This design comes from an exercise in tuning for small area and a short achievable clock period on the open sky130 flow, not from production work. Where RTL was checked, it was by simulation tests only, not by an equivalence proof against the original. Power is estimated from default activity; no workload was simulated.

==> run a: inputs <==
==> flow/design.v <==
module stage1_top (
	input logic clk,
	input logic arst_n,
	input logic ins_new_en, ins_new_1_vld, ins_new_2_vld,
	input logic [4-1:0] ins_1_des, ins_1_s1, ins_1_s2,
	input logic [4-1:0] ins_1_op,
	input logic [4-1:0] ins_1_ime,
	input logic [4-1:0] ins_2_des, ins_2_s1, ins_2_s2,
	input logic [4-1:0] ins_2_op,
	input logic [4-1:0] ins_2_ime,
	input logic ins_back_1, ins_back_2, ins_back_3, ins_back_4,
	input logic [4-1:0] ins_back_1_des, ins_back_2_des, ins_back_3_des, ins_back_4_des,
	input logic flush_en,
	input logic [3-1:0] flush_id,
	input logic [16-1:0] flush_reg,
	output logic entry_full, entry_empty, branch_full,
	output logic out_1_vld,
	output logic [4-1:0] out_1_des, out_1_s1, out_1_s2,
	output logic [4-1:0] out_1_op,
	output logic [3-1:0] out_1_branch,
	output logic [4-1:0] out_1_ime,
	output logic out_2_vld,
	output logic [4-1:0] out_2_des, out_2_s1, out_2_s2,
	output logic [4-1:0] out_2_op,
	output logic [3-1:0] out_2_branch,
	output logic [4-1:0] out_2_ime,
	output logic out_3_vld,
	output logic [4-1:0] out_3_des, out_3_s1, out_3_s2,
	output logic [4-1:0] out_3_op,
	output logic [3-1:0] out_3_branch,
	output logic [4-1:0] out_3_ime,
	output logic out_4_vld,
	output logic [4-1:0] out_4_des, out_4_s1, out_4_s2,
	output logic [4-1:0] out_4_op,
	output logic [3-1:0] out_4_branch,
	output logic [4-1:0] out_4_ime
);
	localparam int EW = 4 + 3 * 4 + 4 + 3;
	logic [EW-1:0] m [8];       
	logic [7:0] st;             
	logic [3:0] pm;             
	logic [4:0] sa;             
	logic [9:0] sw;             
	logic [9:0] os;             
	logic [3:0] ov;             
	logic ef, ee, bf;           
	logic [3-1:0] tag_ctr;
	logic [16-1:0] busy;
	function automatic int widx(input int j, input int k);
		widx = (j == 0) ? k : (j == 1) ? 4 + k : (j == 2) ? 7 + k : 9;
	endfunction
	logic [4:0] sel [8];
	always_comb begin
		for (int j = 0; j < 8; j++)
			for (int k = 0; k <= 4; k++)
				sel[j][k] = (j + k >= 8) ? 1'b0 : (j + k >= 4) ? sa[k] : sw[widx(j, k) % 10];
	end
	logic [EW-1:0] l [8];
	logic [7:0] lv;             
	always_comb begin
		for (int j = 0; j < 8; j++) begin
			l[j] = '0;
			lv[j] = 1'b0;
			for (int k = 0; k <= 4; k++) begin
				if (j + k < 8 && sel[j][k] && st[j + k]) begin
					l[j] = l[j] | m[j + k];
					lv[j] = 1'b1;
				end
			end
		end
	end
	logic [3:0] w_vld, elig, im, w_wr;
	logic [4-1:0] w_des [4], w_s1 [4], w_s2 [4];
	always_comb begin
		for (int k = 0; k < 4; k++) begin
			w_vld[k] = lv[k];
			{w_des[k], w_s1[k], w_s2[k]} = l[k][EW-4-1 -: 3 * 4];
			w_wr[k] = l[k][EW-1 -: 4] != 4'h0;
		end
	end
	always_comb begin
		for (int k = 0; k < 4; k++) begin
			elig[k] = w_vld[k] && !busy[w_s1[k]] && !busy[w_s2[k]] && !busy[w_des[k]];
			for (int j = 0; j < k; j++) begin
				if (w_vld[j] && w_wr[j] &&
				    (w_des[j] == w_s1[k] || w_des[j] == w_s2[k] || w_des[j] == w_des[k]))
					elig[k] = 1'b0;
			end
		end
	end
	assign im = flush_en ? '0 : elig;
	logic [16-1:0] busy_nxt;
	always_comb begin
		for (int r = 0; r < 16; r++) begin
			logic clr, set;
			clr = (ins_back_1 && ins_back_1_des == 4'(r)) || (ins_back_2 && ins_back_2_des == 4'(r)) ||
			      (ins_back_3 && ins_back_3_des == 4'(r)) || (ins_back_4 && ins_back_4_des == 4'(r)) ||
			      (flush_en && flush_reg[r]);
			set = 1'b0;
			for (int k = 0; k < 4; k++)
				set = set || (elig[k] && w_wr[k] && w_des[k] == 4'(r));
			busy_nxt[r] = (set && !flush_en) || (busy[r] && !clr);
		end
	end
	logic [4:0] pc [5];         
	logic [4:0] sa_e, sa_nxt;
	logic [9:0] sw_e, os_e, sw_nxt, os_nxt;
	logic [3:0] ov_e, ov_nxt;
	always_comb begin
		pc[0] = 5'b00001;
		for (int i = 0; i < 4; i++)
			pc[i + 1] = elig[i] ? {pc[i][3:0], 1'b0} : pc[i];
		sa_e = pc[4];
		for (int j = 0; j < 4; j++)
			for (int k = 0; j + k < 4; k++) begin
				sw_e[widx(j, k)] = !elig[j + k] && pc[j + k][k];
				os_e[widx(k, j)] = elig[j + k] && pc[j + k][k];
			end
		ov_e = {pc[4][4], pc[4][4] | pc[4][3], !(pc[4][0] | pc[4][1]), !pc[4][0]};
		sa_nxt = flush_en ? 5'b00001 : sa_e;
		sw_nxt = flush_en ? 10'b1010010001 : sw_e;
		os_nxt = flush_en ? 10'b0 : os_e;
		ov_nxt = flush_en ? 4'b0 : ov_e;
	end
	logic br_1, br_2, accept;
	logic [3-1:0] tag_inc1, tag_inc2;
	logic [EW-1:0] e_1, e_2;
	assign br_1 = ins_new_1_vld && ins_1_op == 4'hf;
	assign br_2 = ins_new_2_vld && ins_2_op == 4'hf;
	assign accept = ins_new_en && !flush_en && !ef && !((br_1 || br_2) && bf);
	assign tag_inc1 = {tag_ctr[2] ^ (tag_ctr[1] & tag_ctr[0]), tag_ctr[1] ^ tag_ctr[0], !tag_ctr[0]};
	assign tag_inc2 = {tag_ctr[2] ^ tag_ctr[1], !tag_ctr[1], tag_ctr[0]};
	assign e_1 = {ins_1_op, ins_1_des, ins_1_s1, ins_1_s2, ins_1_ime, tag_ctr};
	assign e_2 = {ins_2_op, ins_2_des, ins_2_s1, ins_2_s2, ins_2_ime, br_1 ? tag_inc1 : tag_ctr};
	logic [7:0] hit, keep;
	always_comb begin
		logic h;
		h = 1'b0;
		for (int j = 0; j < 8; j++) begin
			hit[j] = lv[j] && l[j][3-1:0] == flush_id;
			h = h || hit[j];
			keep[j] = lv[j] && !h;
		end
	end
	logic a1, a2, b1, b2;
	assign a1 = accept && (ins_new_1_vld || ins_new_2_vld);
	assign a2 = accept && ins_new_1_vld && ins_new_2_vld;
	assign b1 = accept && (br_1 || br_2);
	assign b2 = accept && br_1 && br_2;
	logic [7:0] st_nxt;
	logic [3-1:0] tag_nxt;
	logic [EW-1:0] m_nxt [8];
	always_comb begin
		for (int j = 0; j < 8; j++) begin
			m_nxt[j] = l[j];
			if (!lv[j] && (j == 0 || lv[(j + 7) & 7]) && ins_new_1_vld)
				m_nxt[j] = m_nxt[j] | e_1;
			else if (!lv[j])
				m_nxt[j] = m_nxt[j] | e_2;
		end
		if (flush_en)
			st_nxt = keep;
		else if (a2)
			st_nxt = {lv[5:0], 2'b11};
		else if (a1)
			st_nxt = {lv[6:0], 1'b1};
		else
			st_nxt = lv;
		if (flush_en)
			tag_nxt = flush_id;
		else if (b2)
			tag_nxt = tag_inc2;
		else if (b1)
			tag_nxt = tag_inc1;
		else
			tag_nxt = tag_ctr;
	end
	function automatic logic [4:0] therm4(input logic [3:0] b);
		therm4[0] = 1'b1;
		therm4[1] = |b;
		therm4[2] = (b[0] & b[1]) | (b[0] & b[2]) | (b[0] & b[3]) | (b[1] & b[2]) | (b[1] & b[3]) | (b[2] & b[3]);
		therm4[3] = (b[0] & b[1] & b[2]) | (b[0] & b[1] & b[3]) | (b[0] & b[2] & b[3]) | (b[1] & b[2] & b[3]);
		therm4[4] = &b;
	endfunction
	logic [7:0] lbv;            
	logic [4:0] tx, ty, tz;     
	logic [7:0] pi;             
	logic [8:0] p4;             
	logic bge2, bge3, bge4;
	logic ef_nxt, ee_nxt, bf_nxt;
	always_comb begin
		for (int j = 0; j < 8; j++)
			lbv[j] = lv[j] && l[j][EW-1 -: 4] == 4'hf;
		tx = therm4(lbv[7:4]);
		ty = therm4(lbv[3:0] & ~elig);
		tz = therm4(lbv[3:0]);
		bge2 = tx[2] | (tx[1] & ty[1]) | ty[2];
		bge3 = tx[3] | (tx[2] & ty[1]) | (tx[1] & ty[2]) | ty[3];
		bge4 = tx[4] | (tx[3] & ty[1]) | (tx[2] & ty[2]) | (tx[1] & ty[3]) | ty[4];
		p4 = '0;
		p4[4] = tz[4];
		p4[5] = tz[4] | (tz[3] & lbv[4]);
		p4[6] = p4[5] | (tz[2] & lbv[4] & lbv[5]) | (tz[3] & lbv[5]);
		for (int j = 7; j <= 8; j++) begin
			logic [4:0] tp;
			tp = therm4(lbv[7:4] & 4'((1 << (j - 4)) - 1));
			p4[j] = tz[4] | (tz[3] & tp[1]) | (tz[2] & tp[2]) | (tz[1] & tp[3]) | tp[4];
		end
		for (int j = 0; j < 8; j++)
			pi[j] = 1'b0;
		for (int j = 0; j < 8; j++)
			for (int k = 0; k <= 4; k++)
				if (j + k < 8 && sa_e[k])
					pi[j] = pi[j] | lv[j + k];
		if (flush_en) begin
			ef_nxt = keep[6];
			ee_nxt = !keep[0];
			bf_nxt = p4[8] && !(|(hit & ~p4[7:0]));
		end else begin
			ef_nxt = pi[6] || (a1 && pi[5]) || (a2 && pi[4]);
			ee_nxt = !pi[0] && !a1;
			bf_nxt = bge4 || (b1 && bge3) || (b2 && bge2);
		end
	end
	always_ff @(posedge clk or negedge arst_n) begin
		if (!arst_n) begin
			st <= '0;
			ov <= '0;
			ef <= 1'b0;
			ee <= 1'b1;
			bf <= 1'b0;
			tag_ctr <= '0;
			busy <= '0;
		end else begin
			st <= st_nxt;
			ov <= ov_nxt;
			ef <= ef_nxt;
			ee <= ee_nxt;
			bf <= bf_nxt;
			tag_ctr <= tag_nxt;
			busy <= busy_nxt;
		end
	end
	always_ff @(posedge clk) begin
		pm <= im;
		sa <= sa_nxt;
		sw <= sw_nxt;
		os <= os_nxt;
		for (int j = 0; j < 8; j++)
			m[j] <= m_nxt[j];
	end
	assign entry_empty = ee;
	assign entry_full = ef;
	assign branch_full = bf;
	logic [EW-1:0] o [4];
	always_comb begin
		for (int k = 0; k < 4; k++) begin
			o[k] = '0;
			for (int i = k; i < 4; i++)
				if (os[widx(k, i - k)])
					o[k] = o[k] | m[i];
		end
	end
	assign {out_4_vld, out_3_vld, out_2_vld, out_1_vld} = ov;
	assign {out_1_op, out_1_des, out_1_s1, out_1_s2, out_1_ime, out_1_branch} = o[0];
	assign {out_2_op, out_2_des, out_2_s1, out_2_s2, out_2_ime, out_2_branch} = o[1];
	assign {out_3_op, out_3_des, out_3_s1, out_3_s2, out_3_ime, out_3_branch} = o[2];
	assign {out_4_op, out_4_des, out_4_s1, out_4_s2, out_4_ime, out_4_branch} = o[3];
endmodule
==> flow/flow/run.sh <==
#!/bin/bash
# The standard layout with three changes: synthesis maps with an ABC script
# that recovers area (flow/abc_speed.script, in a copy of the ORFS scripts),
# the port buffers are buf_2 cells, and timing repair aims at a setup slack
# margin well above zero (the clock and constraints are the design's).
set -euo pipefail
here=$(pwd)
rm -rf "$here/scripts"
cp -r "$FLOW_HOME/scripts" "$here/scripts"
cp "$here/flow/abc_speed.script" "$here/scripts/abc_speed.script"
bash standard.sh SCRIPTS_DIR="$here/scripts" \
	BUFFER_PORTS_ARGS="-buffer_cell sky130_fd_sc_hd__buf_2" \
	SETUP_SLACK_MARGIN=15.5 > "$here/standard.log" 2>&1
==> flow/flow/abc_speed.script <==
&get -n; &st; &syn2; &dch; &nf -R 1000; &put; topo; stime -c
==> flow/standard.sh <==
#!/bin/bash
# synth_recipe.tcl (not shown) runs the flow's synth.tcl, then flattens the netlist and writes it again
# the make line also repeats each setting of config.mk as NAME=value (left out here)
make -C /OpenROAD-flow-scripts/flow DESIGN_CONFIG=/design/flow/config.mk WORK_HOME=/design/flow/orfs CLKGATE_MAP_FILE= SYNTH_SCRIPT=/design/flow/synth_recipe.tcl "${@:-finish}"
==> flow/config.mk <==
export PLATFORM = sky130hd
export DESIGN_NAME = stage1_top
export DESIGN_NICKNAME = stage1_top
export VERILOG_FILES = /design/flow/design.v
export SDC_FILE = /design/flow/constraint.sdc
export NUM_CORES = 4
export LEC_CHECK = 0
export CAP_MARGIN = 20
export CORE_MARGIN = 2
export CORE_UTILIZATION = 25
export PLACE_DENSITY = 0.35
export SLEW_MARGIN = 20
==> flow/constraint.sdc <==
create_clock -name core_clock -period 22.0 [get_ports {clk}]
set_input_delay 4.4000 -clock core_clock [delete_from_list [all_inputs] [get_ports {clk}]]
set_output_delay 4.4000 -clock core_clock [all_outputs]
set_load 0.01 [all_outputs]
==> inputs of run b, as changes to run a <==
==> flow/design.v, changed modules only <==
module stage1_top (
	input logic clk,
	input logic arst_n,
	input logic ins_new_en, ins_new_1_vld, ins_new_2_vld,
	input logic [4-1:0] ins_1_des, ins_1_s1, ins_1_s2,
	input logic [4-1:0] ins_1_op,
	input logic [4-1:0] ins_1_ime,
	input logic [4-1:0] ins_2_des, ins_2_s1, ins_2_s2,
	input logic [4-1:0] ins_2_op,
	input logic [4-1:0] ins_2_ime,
	input logic ins_back_1, ins_back_2, ins_back_3, ins_back_4,
	input logic [4-1:0] ins_back_1_des, ins_back_2_des, ins_back_3_des, ins_back_4_des,
	input logic flush_en,
	input logic [3-1:0] flush_id,
	input logic [16-1:0] flush_reg,
	output logic entry_full, entry_empty, branch_full,
	output logic out_1_vld,
	output logic [4-1:0] out_1_des, out_1_s1, out_1_s2,
	output logic [4-1:0] out_1_op,
	output logic [3-1:0] out_1_branch,
	output logic [4-1:0] out_1_ime,
	output logic out_2_vld,
	output logic [4-1:0] out_2_des, out_2_s1, out_2_s2,
	output logic [4-1:0] out_2_op,
	output logic [3-1:0] out_2_branch,
	output logic [4-1:0] out_2_ime,
	output logic out_3_vld,
	output logic [4-1:0] out_3_des, out_3_s1, out_3_s2,
	output logic [4-1:0] out_3_op,
	output logic [3-1:0] out_3_branch,
	output logic [4-1:0] out_3_ime,
	output logic out_4_vld,
	output logic [4-1:0] out_4_des, out_4_s1, out_4_s2,
	output logic [4-1:0] out_4_op,
	output logic [3-1:0] out_4_branch,
	output logic [4-1:0] out_4_ime
);
	localparam int EW = 4 + 3 * 4 + 4 + 3;
	logic [EW-1:0] m [8];       
	logic [7:0] st;             
	logic [3:0] pm;             
	logic [4:0] sa;             
	logic [9:0] sw;             
	logic [9:0] os;             
	logic [3:0] ov;             
	logic ef, ee, bf;           
	logic [3-1:0] tag_ctr;
	logic [16-1:0] busy;
	function automatic int widx(input int j, input int k);
		widx = (j == 0) ? k : (j == 1) ? 4 + k : (j == 2) ? 7 + k : 9;
	endfunction
	function automatic logic [4:0] therm4(input logic [3:0] b);
		therm4[0] = 1'b1;
		therm4[1] = |b;
		therm4[2] = (b[0] & b[1]) | (b[0] & b[2]) | (b[0] & b[3]) | (b[1] & b[2]) | (b[1] & b[3]) | (b[2] & b[3]);
		therm4[3] = (b[0] & b[1] & b[2]) | (b[0] & b[1] & b[3]) | (b[0] & b[2] & b[3]) | (b[1] & b[2] & b[3]);
		therm4[4] = &b;
	endfunction
	logic [4:0] sel [8];
	always_comb begin
		for (int j = 0; j < 8; j++)
			for (int k = 0; k <= 4; k++)
				sel[j][k] = (j + k >= 8) ? 1'b0 : (j + k >= 4) ? sa[k] : sw[widx(j, k) % 10];
	end
	logic [EW-1:0] l [8];
	logic [7:0] lv;             
	always_comb begin
		for (int j = 0; j < 8; j++) begin
			l[j] = '0;
			lv[j] = 1'b0;
			for (int k = 0; k <= 4; k++) begin
				if (j + k < 8 && sel[j][k]) begin
					l[j] = l[j] | m[j + k];
					lv[j] = lv[j] | st[j + k];
				end
			end
		end
	end
	logic [3:0] w_vld, elig, im, w_wr;
	logic [4-1:0] w_des [4], w_s1 [4], w_s2 [4];
	always_comb begin
		for (int k = 0; k < 4; k++) begin
			w_vld[k] = lv[k];
			{w_des[k], w_s1[k], w_s2[k]} = l[k][EW-4-1 -: 3 * 4];
			w_wr[k] = l[k][EW-1 -: 4] != 4'h0;
		end
	end
	always_comb begin
		for (int k = 0; k < 4; k++) begin
			elig[k] = w_vld[k] && !busy[w_s1[k]] && !busy[w_s2[k]] && !busy[w_des[k]];
			for (int j = 0; j < k; j++) begin
				if (w_vld[j] && w_wr[j] &&
				    (w_des[j] == w_s1[k] || w_des[j] == w_s2[k] || w_des[j] == w_des[k]))
					elig[k] = 1'b0;
			end
		end
	end
	assign im = flush_en ? '0 : elig;
	logic [16-1:0] busy_nxt;
	always_comb begin
		for (int r = 0; r < 16; r++) begin
			logic clr, set;
			clr = (ins_back_1 && ins_back_1_des == 4'(r)) || (ins_back_2 && ins_back_2_des == 4'(r)) ||
			      (ins_back_3 && ins_back_3_des == 4'(r)) || (ins_back_4 && ins_back_4_des == 4'(r)) ||
			      (flush_en && flush_reg[r]);
			set = 1'b0;
			for (int k = 0; k < 4; k++)
				set = set || (elig[k] && w_wr[k] && w_des[k] == 4'(r));
			busy_nxt[r] = (set && !flush_en) || (busy[r] && !clr);
		end
	end
	logic [4:0] pc [5];         
	logic [4:0] ne;             
	logic [4:0] sa_e, sa_nxt;
	logic [9:0] sw_e, os_e, sw_nxt, os_nxt;
	logic [3:0] ov_e, ov_nxt;
	always_comb begin
		pc[0] = 5'b00001;
		for (int i = 0; i < 4; i++)
			pc[i + 1] = elig[i] ? {pc[i][3:0], 1'b0} : pc[i];
		ne = therm4(elig);
		sa_e = ne & ~{1'b0, ne[4:1]};
		for (int j = 0; j < 4; j++)
			for (int k = 0; j + k < 4; k++) begin
				sw_e[widx(j, k)] = !elig[j + k] && pc[j + k][k];
				os_e[widx(k, j)] = elig[j + k] && pc[j + k][k];
			end
		ov_e = ne[4:1];
		sa_nxt = flush_en ? 5'b00001 : sa_e;
		sw_nxt = flush_en ? 10'b1010010001 : sw_e;
		os_nxt = flush_en ? 10'b0 : os_e;
		ov_nxt = flush_en ? 4'b0 : ov_e;
	end
	logic br_1, br_2, accept;
	logic [3-1:0] tag_inc1, tag_inc2;
	logic [EW-1:0] e_1, e_2;
	assign br_1 = ins_new_1_vld && ins_1_op == 4'hf;
	assign br_2 = ins_new_2_vld && ins_2_op == 4'hf;
	assign accept = ins_new_en && !flush_en && !ef && !((br_1 || br_2) && bf);
	assign tag_inc1 = {tag_ctr[2] ^ (tag_ctr[1] & tag_ctr[0]), tag_ctr[1] ^ tag_ctr[0], !tag_ctr[0]};
	assign tag_inc2 = {tag_ctr[2] ^ tag_ctr[1], !tag_ctr[1], tag_ctr[0]};
	assign e_1 = {ins_1_op, ins_1_des, ins_1_s1, ins_1_s2, ins_1_ime, tag_ctr};
	assign e_2 = {ins_2_op, ins_2_des, ins_2_s1, ins_2_s2, ins_2_ime, br_1 ? tag_inc1 : tag_ctr};
	logic [7:0] hit, keep;
	always_comb begin
		logic h;
		h = 1'b0;
		for (int j = 0; j < 8; j++) begin
			hit[j] = lv[j] && l[j][3-1:0] == flush_id;
			h = h || hit[j];
			keep[j] = lv[j] && !h;
		end
	end
	logic a1, a2, b1, b2;
	assign a1 = accept && (ins_new_1_vld || ins_new_2_vld);
	assign a2 = accept && ins_new_1_vld && ins_new_2_vld;
	assign b1 = accept && (br_1 || br_2);
	assign b2 = accept && br_1 && br_2;
	logic [7:0] st_nxt;
	logic [3-1:0] tag_nxt;
	logic [EW-1:0] m_nxt [8];
	always_comb begin
		for (int j = 0; j < 8; j++) begin
			if (lv[j])
				m_nxt[j] = l[j];
			else if ((j == 0 || lv[(j + 7) & 7]) && ins_new_1_vld)
				m_nxt[j] = e_1;
			else
				m_nxt[j] = e_2;
		end
		if (flush_en)
			st_nxt = keep;
		else if (a2)
			st_nxt = {lv[5:0], 2'b11};
		else if (a1)
			st_nxt = {lv[6:0], 1'b1};
		else
			st_nxt = lv;
		if (flush_en)
			tag_nxt = flush_id;
		else if (b2)
			tag_nxt = tag_inc2;
		else if (b1)
			tag_nxt = tag_inc1;
		else
			tag_nxt = tag_ctr;
	end
	logic [7:0] lbv;            
	logic [4:0] tx, ty, tz;     
	logic [8:0] p4;             
	logic bge2, bge3, bge4;
	logic ef_nxt, ee_nxt, bf_nxt;
	always_comb begin
		for (int j = 0; j < 8; j++)
			lbv[j] = lv[j] && l[j][EW-1 -: 4] == 4'hf;
		tx = therm4(lbv[7:4]);
		ty = therm4(lbv[3:0] & ~elig);
		tz = therm4(lbv[3:0]);
		bge2 = tx[2] | (tx[1] & ty[1]) | ty[2];
		bge3 = tx[3] | (tx[2] & ty[1]) | (tx[1] & ty[2]) | ty[3];
		bge4 = tx[4] | (tx[3] & ty[1]) | (tx[2] & ty[2]) | (tx[1] & ty[3]) | ty[4];
		p4 = '0;
		p4[4] = tz[4];
		p4[5] = tz[4] | (tz[3] & lbv[4]);
		p4[6] = p4[5] | (tz[2] & lbv[4] & lbv[5]) | (tz[3] & lbv[5]);
		for (int j = 7; j <= 8; j++) begin
			logic [4:0] tp;
			tp = therm4(lbv[7:4] & 4'((1 << (j - 4)) - 1));
			p4[j] = tz[4] | (tz[3] & tp[1]) | (tz[2] & tp[2]) | (tz[1] & tp[3]) | tp[4];
		end
		if (flush_en) begin
			ef_nxt = keep[6];
			ee_nxt = !keep[0];
			bf_nxt = p4[8] && !(|(hit & ~p4[7:0]));
		end else begin
			ef_nxt = (lv[7] && !ne[2]) || (lv[6] && !lv[7] && !ne[1]) ||
			         (lv[5] && !lv[6] && ((a1 && !ne[1]) || (a2 && !ne[2]))) ||
			         (lv[4] && !lv[5] && a2 && !ne[1]);
			ee_nxt = !a1 && !lv[4] && elig == lv[3:0];
			bf_nxt = bge4 || (b1 && bge3) || (b2 && bge2);
		end
	end
	always_ff @(posedge clk or negedge arst_n) begin
		if (!arst_n) begin
			st <= '0;
			ov <= '0;
			ef <= 1'b0;
			ee <= 1'b1;
			bf <= 1'b0;
			tag_ctr <= '0;
			busy <= '0;
		end else begin
			st <= st_nxt;
			ov <= ov_nxt;
			ef <= ef_nxt;
			ee <= ee_nxt;
			bf <= bf_nxt;
			tag_ctr <= tag_nxt;
			busy <= busy_nxt;
		end
	end
	always_ff @(posedge clk) begin
		pm <= im;
		sa <= sa_nxt;
		sw <= sw_nxt;
		os <= os_nxt;
		for (int j = 0; j < 8; j++)
			m[j] <= m_nxt[j];
	end
	assign entry_empty = ee;
	assign entry_full = ef;
	assign branch_full = bf;
	logic [EW-1:0] o [4];
	always_comb begin
		for (int k = 0; k < 4; k++) begin
			o[k] = '0;
			for (int i = k; i < 4; i++)
				if (os[widx(k, i - k)])
					o[k] = o[k] | m[i];
		end
	end
	assign {out_4_vld, out_3_vld, out_2_vld, out_1_vld} = ov;
	assign {out_1_op, out_1_des, out_1_s1, out_1_s2, out_1_ime, out_1_branch} = o[0];
	assign {out_2_op, out_2_des, out_2_s1, out_2_s2, out_2_ime, out_2_branch} = o[1];
	assign {out_3_op, out_3_des, out_3_s1, out_3_s2, out_3_ime, out_3_branch} = o[2];
	assign {out_4_op, out_4_des, out_4_s1, out_4_s2, out_4_ime, out_4_branch} = o[3];
endmodule
--- a/flow/config.mk
+++ b/flow/config.mk
@@ -8,5 +8,8 @@
 export CAP_MARGIN = 20
 export CORE_MARGIN = 2
 export CORE_UTILIZATION = 25
+export CTS_BUF_LIST = sky130_fd_sc_hd__clkbuf_8
+export CTS_CLUSTER_DIAMETER = 60
+export CTS_CLUSTER_SIZE = 20
 export PLACE_DENSITY = 0.35
 export SLEW_MARGIN = 20
==> inputs of run c, as changes to run a <==
==> flow/flow/run.sh (replaced) <==
#!/bin/bash
# The standard layout with two changes: synthesis maps with an ABC script
# that recovers area (flow/abc_speed.script, in a copy of the ORFS scripts),
# and the port buffers are buf_2 cells.
set -euo pipefail
here=$(pwd)
rm -rf "$here/scripts"
cp -r "$FLOW_HOME/scripts" "$here/scripts"
cp "$here/flow/abc_speed.script" "$here/scripts/abc_speed.script"
bash standard.sh SCRIPTS_DIR="$here/scripts" \
	BUFFER_PORTS_ARGS="-buffer_cell sky130_fd_sc_hd__buf_2" > "$here/standard.log" 2>&1
==> inputs of run d, as changes to run a <==
--- a/flow/design.v
+++ b/flow/design.v
@@ -62,9 +62,9 @@
 			l[j] = '0;
 			lv[j] = 1'b0;
 			for (int k = 0; k <= 4; k++) begin
-				if (j + k < 8 && sel[j][k] && st[j + k]) begin
+				if (j + k < 8 && sel[j][k]) begin
 					l[j] = l[j] | m[j + k];
-					lv[j] = 1'b1;
+					lv[j] = lv[j] | st[j + k];
 				end
 			end
 		end
@@ -152,11 +152,12 @@
 	logic [EW-1:0] m_nxt [8];
 	always_comb begin
 		for (int j = 0; j < 8; j++) begin
-			m_nxt[j] = l[j];
-			if (!lv[j] && (j == 0 || lv[(j + 7) & 7]) && ins_new_1_vld)
-				m_nxt[j] = m_nxt[j] | e_1;
-			else if (!lv[j])
-				m_nxt[j] = m_nxt[j] | e_2;
+			if (lv[j])
+				m_nxt[j] = l[j];
+			else if ((j == 0 || lv[(j + 7) & 7]) && ins_new_1_vld)
+				m_nxt[j] = e_1;
+			else
+				m_nxt[j] = e_2;
 		end
 		if (flush_en)
 			st_nxt = keep;
==> flow/run.sh (new file) <==
#!/bin/bash
# synth_recipe.tcl (not shown) runs the flow's synth.tcl, then flattens the netlist and writes it again
# the make line also repeats each setting of config.mk as NAME=value (left out here)
make -C /OpenROAD-flow-scripts/flow DESIGN_CONFIG=/design/flow/config.mk WORK_HOME=/design/flow/orfs CLKGATE_MAP_FILE= SYNTH_SCRIPT=/design/flow/synth_recipe.tcl finish
removed: flow/flow/run.sh
removed: flow/flow/abc_speed.script
removed: flow/standard.sh
==> run summary <==
Depth of the most critical reg-to-reg path: run d 15; run c 19; run a 19; run b 15
Share of layout cells above drive strength 1: run d 6.29%; run c 12.6%; run a 12.8%; run b 14.0%
Share of Yosys cell area claimed by the top area cell type: run d 19.6%; run c 21.9%; run a 21.9%; run b 22.2%
CP Capture Point: run d ef; run c out_2_s2[3]; run a out_2_s1[0]; run b out_2_des[1]
Final hold slack: run d 0.558 ns; run c 0.508 ns; run a 0.502 ns; run b 0.562 ns
Met3 Routed Length: run d 9150 um; run c 8470 um; run a 8940 um; run b 11,400 um
Result of the run: run d complete, no violations; run c complete, no violations; run a complete, no violations; run b complete, no violations
Power share of the sequential group: run d 27.2%; run c 34.0%; run a 33.9%; run b 28.8%
Chip height: run d 284 um; run c 263 um; run a 263 um; run b 268 um
Maximum number of pins on one net before global-route repair: run d 62; run c 39; run a 39; run b 71
Area fraction of clock buffers and clock inverters: run d 4.83%; run c 4.87%; run a 4.86%; run b 4.43%
Fraction of synthesized cell area in xor and xnor cells: run d 4.97%; run c 5.00%; run a 5.00%; run b 4.64%
Avg Synthesized Cell Area: run d 7.54 sq um; run c 7.95 sq um; run a 7.95 sq um; run b 7.74 sq um
Combinational power: run d 2440 uW; run c 1410 uW; run a 1410 uW; run b 1890 uW
Arr. time, crit path: run d 7.94 ns; run c 2.56 ns; run a 2.06 ns; run b 2.23 ns
Signal buf overhead: run d 9.45%; run c 6.66%; run a 6.72%; run b 7.92%
Worst reg-to-reg setup slack: run d 16.22 ns; run c 15.74 ns; run a 15.77 ns; run b 16.18 ns
Inverters, non-clock: run d 40; run c 41; run a 41; run b 39
Final worst-path cycle share: run d 34.0%; run c 31.6%; run a 29.4%; run b 30.1%
Initial standard-cell utilization of the core: run d 25.2%; run c 25.1%; run a 25.1%; run b 25.3%
Adder and majority gate portion of the synthesized area: run d 0.474%; run c 0.372%; run a 0.372%; run b 0.418%
Setup repair bufs after CTS: run d 0; run c 0; run a 1; run b 16
Hold worst-path end: run d m[7][1]; run c m[0][5]; run a m[0][5]; run b m[7][1]
No functional check of the RTL was part of run a and run c.

## what the ideal ports hide
The flow's constraints put no driver on any port. The routed layouts listed below were extracted and timed again, unchanged, in two steps. Step 1: set_driving_cell puts a clkbuf_16 on clk and a buf_2 on each other input, an assumption about the parent block. Step 2 moves the port delays by t, midway between the first and last clock arrival at a register: inputs arrive t later, outputs are due t later. That takes back most of the time a late clock gives input paths. a / b / c = ideal ports / drivers / drivers and shift; a / b = the first two.
run | t (ns) | slack for setup (ns) | worst register clock-pin slew, ns | worst slew at a driven data input, ns
run a | 0.670 | 15.541 / 15.475 / 15.075 | 0.06 / 0.06 | 0.13
run b | 0.682 | 15.368 / 15.311 / 15.084 | 0.10 / 0.10 | 0.12
run c | 0.670 | 15.039 / 14.974 / 14.894 | 0.07 / 0.07 | 0.13
run d | 0.625 | 14.515 / 14.525 / 13.900 | 0.06 / 0.06 | 0.07
After both steps setup and hold are still met in every run listed. For run d, which loses most, drivers alone change the setup slack by +0.010 ns; drivers and shift together by -0.615 ns.
